This is an optimization exercise on Yosys and OpenROAD, whose aim is small area, a short achievable clock period and few clock cycles per item, not a production implementation. Function was checked by simulation only, so behaviour that the tests miss may differ from the original. Power figures rest on the tool's default switching activity, not on a simulated workload.

==> run E: inputs <==
==> flow/design.v <==
`default_nettype none
package dcache_pkg;
	localparam int ADDR_W = 32;
	localparam int DATA_W = 32;
	localparam int STRB_W = DATA_W / 8;
	localparam int BYTE_LSB = 2;
	localparam int LG_WORDS = 6;
	localparam int LG_LINE = 3;
	localparam int LG_LINES = LG_WORDS - LG_LINE;
	localparam int TAG_W = ADDR_W - LG_WORDS - BYTE_LSB;
	localparam int NAUX = 5;
	localparam int LINE_ARLEN = (1 << LG_LINE) - 1;
	localparam int UNCACHED_BIT = 31;
	localparam int RESP_ERR_BIT = 1;
	typedef enum logic [2:0] {
		OP_LW = 3'b000,
		OP_SW = 3'b001,
		OP_LH = 3'b100,
		OP_SH = 3'b101,
		OP_LB = 3'b110,
		OP_SB = 3'b111
	} mem_op_t;
	typedef enum logic [2:0] {
		REQ_NONE,
		REQ_CREAD,
		REQ_UREAD,
		REQ_WRITE,
		REQ_BAD
	} req_kind_t;
	typedef enum logic [1:0] {
		BUS_IDLE,
		BUS_WRITE,
		BUS_READ_SINGLE,
		BUS_READ_LINE
	} bus_state_t;
	function automatic logic [STRB_W-1:0] lane_strb(input mem_op_t op, input logic [BYTE_LSB-1:0] off);
		case (op[2:1])
		2'b10:   lane_strb = 4'b0011 << off;
		2'b11:   lane_strb = 4'b0001 << off;
		default: lane_strb = 4'b1111;
		endcase
	endfunction
	function automatic logic [DATA_W-1:0] lane_data(input mem_op_t op, input logic [DATA_W-1:0] d,
			input logic [BYTE_LSB-1:0] off);
		case (op[2:1])
		2'b10:   lane_data = {16'h0, d[15:0]} << {off, 3'b000};
		2'b11:   lane_data = {24'h0, d[7:0]} << {off, 3'b000};
		default: lane_data = d;
		endcase
	endfunction
	function automatic logic [2:0] op_axsize(input mem_op_t op);
		case (op[2:1])
		2'b10:   op_axsize = 3'd1;
		2'b11:   op_axsize = 3'd0;
		default: op_axsize = 3'd2;
		endcase
	endfunction
	function automatic logic [DATA_W-1:0] lane_extract(input mem_op_t op, input logic [DATA_W-1:0] w,
			input logic [BYTE_LSB-1:0] off);
		logic [DATA_W-1:0] shifted;
		shifted = w >> {off, 3'b000};
		case (op[2:1])
		2'b10:   lane_extract = {16'h0, shifted[15:0]};
		2'b11:   lane_extract = {24'h0, shifted[7:0]};
		default: lane_extract = shifted;
		endcase
	endfunction
endpackage
`default_nettype wire
`timescale 1ns/10ps
`default_nettype none
module axi_dcache (
	input	wire				S_AXI_ACLK,
	input	wire				S_AXI_ARESETN,
	input	wire				i_clear,
	input	wire				i_pipe_stb,
	input	wire dcache_pkg::mem_op_t	i_op,
	input	wire [dcache_pkg::ADDR_W-1:0]	i_addr,
	input	wire [dcache_pkg::DATA_W-1:0]	i_data,
	input	wire [dcache_pkg::NAUX-1:0]	i_oreg,
	output	wire				o_busy,
	output	wire				o_pipe_stalled,
	output	wire				o_valid,
	output	wire				o_err,
	output	wire [dcache_pkg::NAUX-1:0]	o_wreg,
	output	wire [dcache_pkg::DATA_W-1:0]	o_data,
	output	wire				M_AXI_AWVALID,
	input	wire				M_AXI_AWREADY,
	output	wire [dcache_pkg::ADDR_W-1:0]	M_AXI_AWADDR,
	output	wire [2:0]			M_AXI_AWSIZE,
	output	wire				M_AXI_WVALID,
	input	wire				M_AXI_WREADY,
	output	wire [dcache_pkg::DATA_W-1:0]	M_AXI_WDATA,
	output	wire [dcache_pkg::STRB_W-1:0]	M_AXI_WSTRB,
	input	wire				M_AXI_BVALID,
	input	wire [1:0]			M_AXI_BRESP,
	output	wire				M_AXI_ARVALID,
	input	wire				M_AXI_ARREADY,
	output	wire [dcache_pkg::ADDR_W-1:0]	M_AXI_ARADDR,
	output	wire [7:0]			M_AXI_ARLEN,
	output	wire [2:0]			M_AXI_ARSIZE,
	input	wire				M_AXI_RVALID,
	input	wire [dcache_pkg::DATA_W-1:0]	M_AXI_RDATA,
	input	wire				M_AXI_RLAST,
	input	wire [1:0]			M_AXI_RRESP
);
	logic	[7:0]		line_valid;
	logic	[22:0]		line_tag [0:7];
	logic	[31:0]		mem [0:63];
	logic	[31:0]		addr_q;
	logic	[2:0]		op_q;
	logic	[4:0]		oreg_q;
	logic	[31:0]		wdata_q;
	logic	[3:0]		strb_q;
	logic	[31:0]		held_q;		 
	logic			pres_q;		 
	logic			late_q;		 
	logic			free_q;		 
	logic			busy_q;
	logic			fin_valid_q;
	logic			fin_err_q;
	logic			fin_ok_q;
	logic			aw_q, w_q, ar_q;
	logic			st_q;		 
	logic			spec_q;		 
	logic			berr_q;		 
	logic			rd_q;		 
	logic	[2:0]		cnt_q;
	logic			fill_q;		 
	logic	[3:0]		wen_q;		 
	logic			restore_q;	 
	logic			rerr_q;
	logic	[2:0]		in_line;
	logic	[5:0]		in_word;
	logic			in_present;
	logic			in_bad;
	logic			in_store, in_uload, in_hit, in_read;
	logic			accept;
	logic			finish;
	logic			fin_valid_d, fin_err_d, fin_ok_d;
	logic			issue_w, issue_r;
	logic			st_ok;
	logic			r_end, r_bad, r_early;
	logic			fill_done;
	logic			fill_byp;
	assign r_end = rd_q && M_AXI_RVALID && M_AXI_RLAST;
	assign r_bad = rerr_q || M_AXI_RRESP[1];
	assign r_early = r_end && !late_q;
	assign fill_done = fill_q && M_AXI_RVALID && M_AXI_RLAST && !r_bad;
	assign fill_byp = fill_q && M_AXI_RVALID && (in_word == {addr_q[7:5], cnt_q});
	assign in_line = i_addr[7:5];
	assign in_word = i_addr[7:2];
	logic	[7:0]		tag_eq;
	logic	[7:0]		line_ok;
	logic	[63:0]		word_sel;
	logic	[31:0]		rd_word;
	always_comb
	begin
		for (int l = 0; l < 8; l++)
		begin
			tag_eq[l] = (line_tag[l] == i_addr[30:8]);
			line_ok[l] = line_valid[l] || (fill_done && addr_q[7:5] == 3'(l));
		end
	end
	assign in_present = !i_addr[31] && |(tag_eq & line_ok & (8'd1 << in_line));
	assign word_sel = 64'd1 << in_word;
	always_comb
	begin
		rd_word = '0;
		for (int w = 0; w < 64; w++)
			rd_word = rd_word | (mem[w] & {32{word_sel[w]}});
	end
	always_comb
	begin
		case (i_op[2:1])
		2'b10:   in_bad = (i_addr[1:0] == 2'd3);
		2'b11:   in_bad = 1'b0;
		default: in_bad = (i_addr[1:0] != 2'd0);
		endcase
	end
	assign in_store = !in_bad && i_op[0];
	assign in_uload = !in_bad && !i_op[0] && i_addr[31];
	assign in_hit = !in_bad && !i_op[0] && !i_addr[31] && in_present;
	assign in_read = !in_bad && !i_op[0] && (i_addr[31] || !in_present);
	assign st_ok = st_q && !spec_q && M_AXI_BVALID && !M_AXI_BRESP[1];
	assign finish = fin_valid_q || fin_err_q || fin_ok_q || st_ok || r_early;
	assign o_busy = busy_q && !finish;
	assign o_pipe_stalled = o_busy;
	assign accept = i_pipe_stb && !o_busy;
	assign issue_w = free_q && i_pipe_stb && in_store;
	assign issue_r = free_q && i_pipe_stb && in_uload;
	assign o_valid = fin_valid_q || (r_early && !r_bad);
	assign o_err = fin_err_q || (r_early && r_bad);
	assign o_wreg = oreg_q;
	assign o_data = dcache_pkg::lane_extract(dcache_pkg::mem_op_t'(op_q), held_q, addr_q[1:0]);
	always_ff @(posedge S_AXI_ACLK)
	begin
		if (!o_busy)
		begin
			addr_q <= i_addr;
			op_q <= i_op;
			oreg_q <= i_oreg;
			wdata_q <= dcache_pkg::lane_data(i_op, i_data, i_addr[1:0]);
			strb_q <= dcache_pkg::lane_strb(i_op, i_addr[1:0]);
			pres_q <= in_present;
			late_q <= i_addr[31] || (i_addr[4:2] == 3'd7);
		end
	end
	logic	[31:0]	h_word;
	assign h_word = (!o_busy && !fill_byp) ? rd_word : M_AXI_RDATA;
	always_ff @(posedge S_AXI_ACLK)
	begin
		if (!o_busy || (rd_q && M_AXI_RVALID && (addr_q[31] || cnt_q == addr_q[4:2])))
			held_q <= h_word;
	end
	assign fin_valid_d = (accept && in_hit) || (r_end && late_q && !r_bad);
	assign fin_err_d = (accept && in_bad) || berr_q || (r_end && late_q && r_bad);
	assign fin_ok_d = st_q && spec_q && M_AXI_BVALID && !M_AXI_BRESP[1];
	always_ff @(posedge S_AXI_ACLK)
	begin
		if (!S_AXI_ARESETN)
		begin
			free_q <= 1'b0;
			busy_q <= 1'b0;
			fin_valid_q <= 1'b0;
			fin_err_q <= 1'b0;
			fin_ok_q <= 1'b0;
			aw_q <= 1'b0;
			w_q <= 1'b0;
			ar_q <= 1'b0;
			st_q <= 1'b0;
			spec_q <= 1'b0;
			berr_q <= 1'b0;
			rd_q <= 1'b0;
			fill_q <= 1'b0;
			wen_q <= 4'h0;
			restore_q <= 1'b0;
		end
		else
		begin
			busy_q <= i_pipe_stb || o_busy;
			free_q <= !(i_pipe_stb || o_busy) || fin_valid_d || fin_err_d || fin_ok_d;
			fin_valid_q <= fin_valid_d;
			fin_err_q <= fin_err_d;
			fin_ok_q <= fin_ok_d;
			if (accept && in_store)
			begin
				aw_q <= !(issue_w && M_AXI_AWREADY);
				w_q <= !(issue_w && M_AXI_WREADY);
				st_q <= 1'b1;
			end
			else
			begin
				if (M_AXI_AWREADY)
					aw_q <= 1'b0;
				if (M_AXI_WREADY)
					w_q <= 1'b0;
				if (M_AXI_BVALID)
					st_q <= 1'b0;
			end
			spec_q <= accept && in_store;
			berr_q <= st_q && M_AXI_BVALID && M_AXI_BRESP[1];
			if (accept && in_read)
			begin
				ar_q <= !(issue_r && M_AXI_ARREADY);
				rd_q <= 1'b1;
				fill_q <= !i_addr[31];
			end
			else
			begin
				if (M_AXI_ARREADY)
					ar_q <= 1'b0;
				if (M_AXI_RVALID && M_AXI_RLAST)
				begin
					rd_q <= 1'b0;
					fill_q <= 1'b0;
				end
			end
			if (accept && in_store && in_present)
				wen_q <= dcache_pkg::lane_strb(i_op, i_addr[1:0]);
			else if (st_q && M_AXI_BVALID && M_AXI_BRESP[1] && pres_q)
				wen_q <= strb_q;
			else
				wen_q <= 4'h0;
			restore_q <= st_q && M_AXI_BVALID && M_AXI_BRESP[1] && pres_q;
		end
	end
	always_ff @(posedge S_AXI_ACLK)
	begin
		if (!o_busy)
		begin
			cnt_q <= '0;
			rerr_q <= 1'b0;
		end
		else if (rd_q && M_AXI_RVALID)
		begin
			cnt_q <= cnt_q + 1'b1;
			if (M_AXI_RRESP[1])
				rerr_q <= 1'b1;
		end
	end
	always_ff @(posedge S_AXI_ACLK)
	begin
		if (!S_AXI_ARESETN)
			line_valid <= '0;
		else if (i_clear)
			line_valid <= '0;
		else if (fill_q)
			line_valid[addr_q[7:5]] <= fill_done;
	end
	always_ff @(posedge S_AXI_ACLK)
	begin
		if (fill_q)
			line_tag[addr_q[7:5]] <= addr_q[30:8];
	end
	logic	[5:0]	wr_idx;
	logic	[31:0]	wr_val;
	logic	[3:0]	wr_strb;
	always_comb
	begin
		if (fill_q)
		begin
			wr_idx = {addr_q[7:5], cnt_q};
			wr_val = M_AXI_RDATA;
			wr_strb = 4'hf;
		end
		else
		begin
			wr_idx = addr_q[7:2];
			wr_val = restore_q ? held_q : wdata_q;
			wr_strb = wen_q;
		end
	end
	always_ff @(posedge S_AXI_ACLK)
	begin
		for (int k = 0; k < 4; k++)
		begin
			if (wr_strb[k])
				mem[wr_idx][8*k +: 8] <= wr_val[8*k +: 8];
		end
	end
	assign M_AXI_AWVALID = aw_q || issue_w;
	assign M_AXI_WVALID = w_q || issue_w;
	assign M_AXI_ARVALID = ar_q || issue_r;
	logic	[31:0]	a_mux;
	assign a_mux = (aw_q || ar_q) ? addr_q : i_addr;
	assign M_AXI_AWADDR = a_mux;
	assign M_AXI_AWSIZE = dcache_pkg::op_axsize(aw_q ? dcache_pkg::mem_op_t'(op_q) : i_op);
	assign M_AXI_WDATA = w_q ? wdata_q : dcache_pkg::lane_data(i_op, i_data, i_addr[1:0]);
	assign M_AXI_WSTRB = w_q ? strb_q : dcache_pkg::lane_strb(i_op, i_addr[1:0]);
	assign M_AXI_ARADDR = {a_mux[31:5], ar_q ? (addr_q[4:0] & {5{addr_q[31]}}) : i_addr[4:0]};
	assign M_AXI_ARLEN = ar_q ? {5'b0, {3{!addr_q[31]}}} : 8'd0;
	assign M_AXI_ARSIZE = ar_q ? (addr_q[31] ? dcache_pkg::op_axsize(dcache_pkg::mem_op_t'(op_q)) : 3'd2)
		: dcache_pkg::op_axsize(i_op);
endmodule
`default_nettype wire
==> flow/flow/run.sh <==
#!/bin/bash
# The standard layout, with plain buffers (which timing repair can resize)
# on the ports instead of the delay buffers buffer_ports picks by default.
set -euo pipefail
export BUFFER_PORTS_ARGS="-buffer_cell sky130_fd_sc_hd__buf_2"
bash standard.sh > standard_flow.log 2>&1
==> flow/standard.sh <==
#!/bin/bash
# synth_recipe.tcl (not shown) runs the flow's synth.tcl, then flattens the netlist and writes it again
# the make line also repeats each setting of config.mk as NAME=value (left out here)
make -C /OpenROAD-flow-scripts/flow DESIGN_CONFIG=/design/flow/config.mk WORK_HOME=/design/flow/orfs CLKGATE_MAP_FILE= SYNTH_SCRIPT=/design/flow/synth_recipe.tcl "${@:-finish}"
==> flow/config.mk <==
export PLATFORM = sky130hd
export DESIGN_NAME = axi_dcache
export DESIGN_NICKNAME = axi_dcache
export VERILOG_FILES = /design/flow/design.v
export SDC_FILE = /design/flow/constraint.sdc
export NUM_CORES = 4
export LEC_CHECK = 0
export CAP_MARGIN = 20
export CORE_MARGIN = 2
export CORE_UTILIZATION = 50
export CTS_CLUSTER_DIAMETER = 70
export CTS_CLUSTER_SIZE = 25
export PLACE_DENSITY = 0.65
export SETUP_SLACK_MARGIN = 2.0
export SLEW_MARGIN = 20
export TNS_END_PERCENT = 10
==> flow/constraint.sdc <==
create_clock -name core_clock -period 5.0 [get_ports {S_AXI_ACLK}]
set_input_delay 1.0000 -clock core_clock [delete_from_list [all_inputs] [get_ports {S_AXI_ACLK}]]
set_output_delay 1.0000 -clock core_clock [all_outputs]
set_load 0.01 [all_outputs]
==> inputs of run D, as changes to run E <==
--- a/flow/design.v
+++ b/flow/design.v
@@ -128,5 +128,2 @@
 	logic	[2:0]		cnt_q;
-	logic			fill_q;		 
-	logic	[3:0]		wen_q;		 
-	logic			restore_q;	 
 	logic			rerr_q;
@@ -143,4 +140,6 @@
 	logic			r_end, r_bad, r_early;
+	logic			fill;
 	logic			fill_done;
 	logic			fill_byp;
+	assign fill = rd_q && !addr_q[31];
 	assign r_end = rd_q && M_AXI_RVALID && M_AXI_RLAST;
@@ -148,4 +147,4 @@
 	assign r_early = r_end && !late_q;
-	assign fill_done = fill_q && M_AXI_RVALID && M_AXI_RLAST && !r_bad;
-	assign fill_byp = fill_q && M_AXI_RVALID && (in_word == {addr_q[7:5], cnt_q});
+	assign fill_done = fill && M_AXI_RVALID && M_AXI_RLAST && !r_bad;
+	assign fill_byp = fill && M_AXI_RVALID && (in_word == {addr_q[7:5], cnt_q});
 	assign in_line = i_addr[7:5];
@@ -194,3 +193,10 @@
 	assign o_wreg = oreg_q;
-	assign o_data = dcache_pkg::lane_extract(dcache_pkg::mem_op_t'(op_q), held_q, addr_q[1:0]);
+	assign o_data = held_q;
+	function automatic logic [31:0] pick(input logic [2:0] op, input logic [31:0] w,
+			input logic [1:0] off);
+		if (op[0])
+			pick = w;
+		else
+			pick = dcache_pkg::lane_extract(dcache_pkg::mem_op_t'(op), w, off);
+	endfunction
 	always_ff @(posedge S_AXI_ACLK)
@@ -209,3 +215,7 @@
 	logic	[31:0]	h_word;
+	logic	[2:0]	h_op;
+	logic	[1:0]	h_off;
 	assign h_word = (!o_busy && !fill_byp) ? rd_word : M_AXI_RDATA;
+	assign h_op = o_busy ? op_q : i_op;
+	assign h_off = o_busy ? addr_q[1:0] : i_addr[1:0];
 	always_ff @(posedge S_AXI_ACLK)
@@ -213,3 +223,3 @@
 		if (!o_busy || (rd_q && M_AXI_RVALID && (addr_q[31] || cnt_q == addr_q[4:2])))
-			held_q <= h_word;
+			held_q <= pick(h_op, h_word, h_off);
 	end
@@ -234,5 +244,2 @@
 			rd_q <= 1'b0;
-			fill_q <= 1'b0;
-			wen_q <= 4'h0;
-			restore_q <= 1'b0;
 		end
@@ -266,3 +273,2 @@
 				rd_q <= 1'b1;
-				fill_q <= !i_addr[31];
 			end
@@ -273,14 +279,4 @@
 				if (M_AXI_RVALID && M_AXI_RLAST)
-				begin
 					rd_q <= 1'b0;
-					fill_q <= 1'b0;
-				end
 			end
-			if (accept && in_store && in_present)
-				wen_q <= dcache_pkg::lane_strb(i_op, i_addr[1:0]);
-			else if (st_q && M_AXI_BVALID && M_AXI_BRESP[1] && pres_q)
-				wen_q <= strb_q;
-			else
-				wen_q <= 4'h0;
-			restore_q <= st_q && M_AXI_BVALID && M_AXI_BRESP[1] && pres_q;
 		end
@@ -307,3 +303,3 @@
 			line_valid <= '0;
-		else if (fill_q)
+		else if (fill)
 			line_valid[addr_q[7:5]] <= fill_done;
@@ -312,3 +308,3 @@
 	begin
-		if (fill_q)
+		if (fill)
 			line_tag[addr_q[7:5]] <= addr_q[30:8];
@@ -318,5 +314,7 @@
 	logic	[3:0]	wr_strb;
+	logic		restore;
+	assign restore = berr_q && pres_q;
 	always_comb
 	begin
-		if (fill_q)
+		if (fill)
 		begin
@@ -329,4 +327,4 @@
 			wr_idx = addr_q[7:2];
-			wr_val = restore_q ? held_q : wdata_q;
-			wr_strb = wen_q;
+			wr_val = restore ? held_q : wdata_q;
+			wr_strb = ((spec_q && pres_q) || restore) ? strb_q : 4'h0;
 		end
@@ -344,5 +342,3 @@
 	assign M_AXI_ARVALID = ar_q || issue_r;
-	logic	[31:0]	a_mux;
-	assign a_mux = (aw_q || ar_q) ? addr_q : i_addr;
-	assign M_AXI_AWADDR = a_mux;
+	assign M_AXI_AWADDR = aw_q ? addr_q : i_addr;
 	assign M_AXI_AWSIZE = dcache_pkg::op_axsize(aw_q ? dcache_pkg::mem_op_t'(op_q) : i_op);
@@ -350,3 +346,3 @@
 	assign M_AXI_WSTRB = w_q ? strb_q : dcache_pkg::lane_strb(i_op, i_addr[1:0]);
-	assign M_AXI_ARADDR = {a_mux[31:5], ar_q ? (addr_q[4:0] & {5{addr_q[31]}}) : i_addr[4:0]};
+	assign M_AXI_ARADDR = ar_q ? {addr_q[31:5], addr_q[4:0] & {5{addr_q[31]}}} : i_addr;
 	assign M_AXI_ARLEN = ar_q ? {5'b0, {3{!addr_q[31]}}} : 8'd0;
==> flow/run.sh (new file) <==
#!/bin/bash
# synth_recipe.tcl (not shown) runs the flow's synth.tcl, then flattens the netlist and writes it again
# the make line also repeats each setting of config.mk as NAME=value (left out here)
make -C /OpenROAD-flow-scripts/flow DESIGN_CONFIG=/design/flow/config.mk WORK_HOME=/design/flow/orfs CLKGATE_MAP_FILE= SYNTH_SCRIPT=/design/flow/synth_recipe.tcl finish
- ABC_CLOCK_PERIOD_IN_PS: unset -> 3000
- CORE_UTILIZATION: 50 -> 60
- CTS_CLUSTER_DIAMETER: 70 -> 80
- CTS_CLUSTER_SIZE: 25 -> 30
- PLACE_DENSITY: 0.65 -> 0.7
- SETUP_SLACK_MARGIN: 2.0 -> 1.5
- TNS_END_PERCENT: 10 -> unset
removed: flow/flow/run.sh
removed: flow/standard.sh
==> inputs of run X, as changes to run E <==
--- a/flow/design.v
+++ b/flow/design.v
@@ -117,3 +117,3 @@
 	logic			late_q;		 
-	logic			free_q;		 
+	logic			run_q;		 
 	logic			busy_q;
@@ -128,5 +128,2 @@
 	logic	[2:0]		cnt_q;
-	logic			fill_q;		 
-	logic	[3:0]		wen_q;		 
-	logic			restore_q;	 
 	logic			rerr_q;
@@ -139,3 +136,3 @@
 	logic			finish;
-	logic			fin_valid_d, fin_err_d, fin_ok_d;
+	logic			free;
 	logic			issue_w, issue_r;
@@ -143,4 +140,6 @@
 	logic			r_end, r_bad, r_early;
+	logic			fill;
 	logic			fill_done;
 	logic			fill_byp;
+	assign fill = rd_q && !addr_q[31];
 	assign r_end = rd_q && M_AXI_RVALID && M_AXI_RLAST;
@@ -148,4 +147,4 @@
 	assign r_early = r_end && !late_q;
-	assign fill_done = fill_q && M_AXI_RVALID && M_AXI_RLAST && !r_bad;
-	assign fill_byp = fill_q && M_AXI_RVALID && (in_word == {addr_q[7:5], cnt_q});
+	assign fill_done = fill && M_AXI_RVALID && M_AXI_RLAST && !r_bad;
+	assign fill_byp = fill && M_AXI_RVALID && (in_word == {addr_q[7:5], cnt_q});
 	assign in_line = i_addr[7:5];
@@ -189,4 +188,5 @@
 	assign accept = i_pipe_stb && !o_busy;
-	assign issue_w = free_q && i_pipe_stb && in_store;
-	assign issue_r = free_q && i_pipe_stb && in_uload;
+	assign free = !busy_q || fin_valid_q || fin_err_q || fin_ok_q;
+	assign issue_w = run_q && free && i_pipe_stb && in_store;
+	assign issue_r = run_q && free && i_pipe_stb && in_uload;
 	assign o_valid = fin_valid_q || (r_early && !r_bad);
@@ -204,2 +204,3 @@
 			strb_q <= dcache_pkg::lane_strb(i_op, i_addr[1:0]);
+			held_q <= fill_byp ? M_AXI_RDATA : rd_word;
 			pres_q <= in_present;
@@ -207,13 +208,5 @@
 		end
+		else if (rd_q && M_AXI_RVALID && (addr_q[31] || cnt_q == addr_q[4:2]))
+			held_q <= M_AXI_RDATA;
 	end
-	logic	[31:0]	h_word;
-	assign h_word = (!o_busy && !fill_byp) ? rd_word : M_AXI_RDATA;
-	always_ff @(posedge S_AXI_ACLK)
-	begin
-		if (!o_busy || (rd_q && M_AXI_RVALID && (addr_q[31] || cnt_q == addr_q[4:2])))
-			held_q <= h_word;
-	end
-	assign fin_valid_d = (accept && in_hit) || (r_end && late_q && !r_bad);
-	assign fin_err_d = (accept && in_bad) || berr_q || (r_end && late_q && r_bad);
-	assign fin_ok_d = st_q && spec_q && M_AXI_BVALID && !M_AXI_BRESP[1];
 	always_ff @(posedge S_AXI_ACLK)
@@ -222,3 +215,3 @@
 		begin
-			free_q <= 1'b0;
+			run_q <= 1'b0;
 			busy_q <= 1'b0;
@@ -234,5 +227,2 @@
 			rd_q <= 1'b0;
-			fill_q <= 1'b0;
-			wen_q <= 4'h0;
-			restore_q <= 1'b0;
 		end
@@ -240,7 +230,7 @@
 		begin
+			run_q <= 1'b1;
 			busy_q <= i_pipe_stb || o_busy;
-			free_q <= !(i_pipe_stb || o_busy) || fin_valid_d || fin_err_d || fin_ok_d;
-			fin_valid_q <= fin_valid_d;
-			fin_err_q <= fin_err_d;
-			fin_ok_q <= fin_ok_d;
+			fin_valid_q <= (accept && in_hit) || (r_end && late_q && !r_bad);
+			fin_err_q <= (accept && in_bad) || berr_q || (r_end && late_q && r_bad);
+			fin_ok_q <= st_q && spec_q && M_AXI_BVALID && !M_AXI_BRESP[1];
 			if (accept && in_store)
@@ -266,3 +256,2 @@
 				rd_q <= 1'b1;
-				fill_q <= !i_addr[31];
 			end
@@ -273,14 +262,4 @@
 				if (M_AXI_RVALID && M_AXI_RLAST)
-				begin
 					rd_q <= 1'b0;
-					fill_q <= 1'b0;
-				end
 			end
-			if (accept && in_store && in_present)
-				wen_q <= dcache_pkg::lane_strb(i_op, i_addr[1:0]);
-			else if (st_q && M_AXI_BVALID && M_AXI_BRESP[1] && pres_q)
-				wen_q <= strb_q;
-			else
-				wen_q <= 4'h0;
-			restore_q <= st_q && M_AXI_BVALID && M_AXI_BRESP[1] && pres_q;
 		end
@@ -307,3 +286,3 @@
 			line_valid <= '0;
-		else if (fill_q)
+		else if (fill)
 			line_valid[addr_q[7:5]] <= fill_done;
@@ -312,3 +291,3 @@
 	begin
-		if (fill_q)
+		if (fill)
 			line_tag[addr_q[7:5]] <= addr_q[30:8];
@@ -318,5 +297,7 @@
 	logic	[3:0]	wr_strb;
+	logic		restore;
+	assign restore = berr_q && pres_q;
 	always_comb
 	begin
-		if (fill_q)
+		if (fill)
 		begin
@@ -329,4 +310,4 @@
 			wr_idx = addr_q[7:2];
-			wr_val = restore_q ? held_q : wdata_q;
-			wr_strb = wen_q;
+			wr_val = restore ? held_q : wdata_q;
+			wr_strb = ((spec_q && pres_q) || restore) ? strb_q : 4'h0;
 		end
@@ -344,12 +325,10 @@
 	assign M_AXI_ARVALID = ar_q || issue_r;
-	logic	[31:0]	a_mux;
-	assign a_mux = (aw_q || ar_q) ? addr_q : i_addr;
-	assign M_AXI_AWADDR = a_mux;
-	assign M_AXI_AWSIZE = dcache_pkg::op_axsize(aw_q ? dcache_pkg::mem_op_t'(op_q) : i_op);
-	assign M_AXI_WDATA = w_q ? wdata_q : dcache_pkg::lane_data(i_op, i_data, i_addr[1:0]);
-	assign M_AXI_WSTRB = w_q ? strb_q : dcache_pkg::lane_strb(i_op, i_addr[1:0]);
-	assign M_AXI_ARADDR = {a_mux[31:5], ar_q ? (addr_q[4:0] & {5{addr_q[31]}}) : i_addr[4:0]};
-	assign M_AXI_ARLEN = ar_q ? {5'b0, {3{!addr_q[31]}}} : 8'd0;
-	assign M_AXI_ARSIZE = ar_q ? (addr_q[31] ? dcache_pkg::op_axsize(dcache_pkg::mem_op_t'(op_q)) : 3'd2)
-		: dcache_pkg::op_axsize(i_op);
+	assign M_AXI_AWADDR = free ? i_addr : addr_q;
+	assign M_AXI_AWSIZE = dcache_pkg::op_axsize(free ? i_op : dcache_pkg::mem_op_t'(op_q));
+	assign M_AXI_WDATA = free ? dcache_pkg::lane_data(i_op, i_data, i_addr[1:0]) : wdata_q;
+	assign M_AXI_WSTRB = free ? dcache_pkg::lane_strb(i_op, i_addr[1:0]) : strb_q;
+	assign M_AXI_ARADDR = free ? i_addr : {addr_q[31:5], addr_q[4:0] & {5{addr_q[31]}}};
+	assign M_AXI_ARLEN = free ? 8'd0 : {5'b0, {3{!addr_q[31]}}};
+	assign M_AXI_ARSIZE = free ? dcache_pkg::op_axsize(i_op)
+		: (addr_q[31] ? dcache_pkg::op_axsize(dcache_pkg::mem_op_t'(op_q)) : 3'd2);
 endmodule
==> flow/run.sh (new file) <==
#!/bin/bash
# synth_recipe.tcl (not shown) runs the flow's synth.tcl, then flattens the netlist and writes it again
# the make line also repeats each setting of config.mk as NAME=value (left out here)
make -C /OpenROAD-flow-scripts/flow DESIGN_CONFIG=/design/flow/config.mk WORK_HOME=/design/flow/orfs CLKGATE_MAP_FILE= SYNTH_SCRIPT=/design/flow/synth_recipe.tcl finish
- CORE_UTILIZATION: 50 -> 40
- CTS_CLUSTER_DIAMETER: 70 -> unset
- CTS_CLUSTER_SIZE: 25 -> unset
- PLACE_DENSITY: 0.65 -> unset
- SETUP_SLACK_MARGIN: 2.0 -> unset
- TNS_END_PERCENT: 10 -> unset
removed: flow/flow/run.sh
removed: flow/standard.sh
==> summary.txt <==
|  | run D | run X | run E |
|---|---|---|---|
| Run status | finished clean | finished clean | finished clean |
| Count of plain and timing-repair buffers in the layout | 1122 | 815 | 899 |
| Overall routed net length | 386700 microns | 376000 microns | 367000 microns |
| LEAKAGE | 36.35 nW | 34.60 nW | 33.89 nW |
| Setup Skew | 0.04751 ns | 0.07750 ns | 0.05420 ns |
| RePlAce Congestion | 1.021 | 0.9662 | 0.9972 |
| Final Worst Setup Slack | 1.371 ns | 0.3288 ns | 1.627 ns |
| M1 wire length | 123800 microns | 131300 microns | 121700 microns |
| Internal Pwr Total | 27.80 mW | 32.33 mW | 28.34 mW |
| Ratio of final minimum period to clock period | 72.58% | 93.42% | 67.47% |
| Register share of total power | 61.1% | 53.6% | 60.3% |
| Instance count of the mapped netlist | 5619 | 5577 | 5491 |
| Part of the total power dissipated in the clock network | 29.3% | 39.6% | 31.2% |
| Critical register-to-register path endpoint | mem[12][14] | held_q[15] | mem[31][25] |
| Count of cells resized by post-cts repair | 332 | 0 | 302 |
| Maximum number of pins on one net before global-route repair | 84 | 65 | 65 |
| Unrepaired setup endpoints after global routing | yes | no | yes |
| Register cell area after layout | 0.07079 sq mm | 0.07078 sq mm | 0.07091 sq mm |
| Final-layout non-clock buffer area share | 9.511% | 6.864% | 7.453% |
| Maximum frequency from static timing analysis | 0.2756 GHz | 0.2141 GHz | 0.2964 GHz |
| Net switching fraction of the power | 24.85% | 23.44% | 24.29% |
| Die Outline Area | 0.1564 sq mm | 0.2307 sq mm | 0.1847 sq mm |
| Critical-path maximum fanout | 25 | 18 | 23 |
| Type of destination of the critical path | flop | primary output | flop |
| Layout Cells excl Fill | 8607 | 9436 | 8618 |
| Number of iterations in the first detailed-routing pass | 6 | 6 | 7 |
Testbench counts of run E, summed over its fixed seeds: cycles 32,576, requests 12,000.
Testbench counts of run D, summed over its fixed seeds: cycles 32,576, requests 12,000.
Testbench counts of run X, summed over its fixed seeds: cycles 32,576, requests 12,000.

-- what the ideal ports hide --
The flow's constraints put no driver on any port. The routed layouts listed below were extracted and timed again, unchanged, in two steps.
Step 1, drivers: a clkbuf_16 drives S_AXI_ACLK and a buf_2 each remaining input, both assumed.
Step 2 also shifts input and output timing later by t, the mid clock arrival at the registers, as if the neighbouring blocks saw the same clock.
Slacks: ideal ports / drivers / drivers and shift; pairs: ideal ports / drivers.
run	t, ns	setup slack, ns	hold slack, ns	worst setup path after step 2	pins driven straight from the clock port
run E	0.919	1.627 / 1.544 / 0.778	0.329 / 0.257 / 0.476	input to register	1
run D	0.871	1.371 / 1.361 / 0.536	0.480 / 0.467 / 0.480	input to register	1
run X	0.953	0.329 / 0.237 / -0.093	0.475 / 0.475 / 0.475	input to register	1
Met with ideal ports but missed after step 2: setup timing in run X. For run E, which loses most, drivers alone change the setup slack by -0.083 ns; drivers and shift together by -0.849 ns.
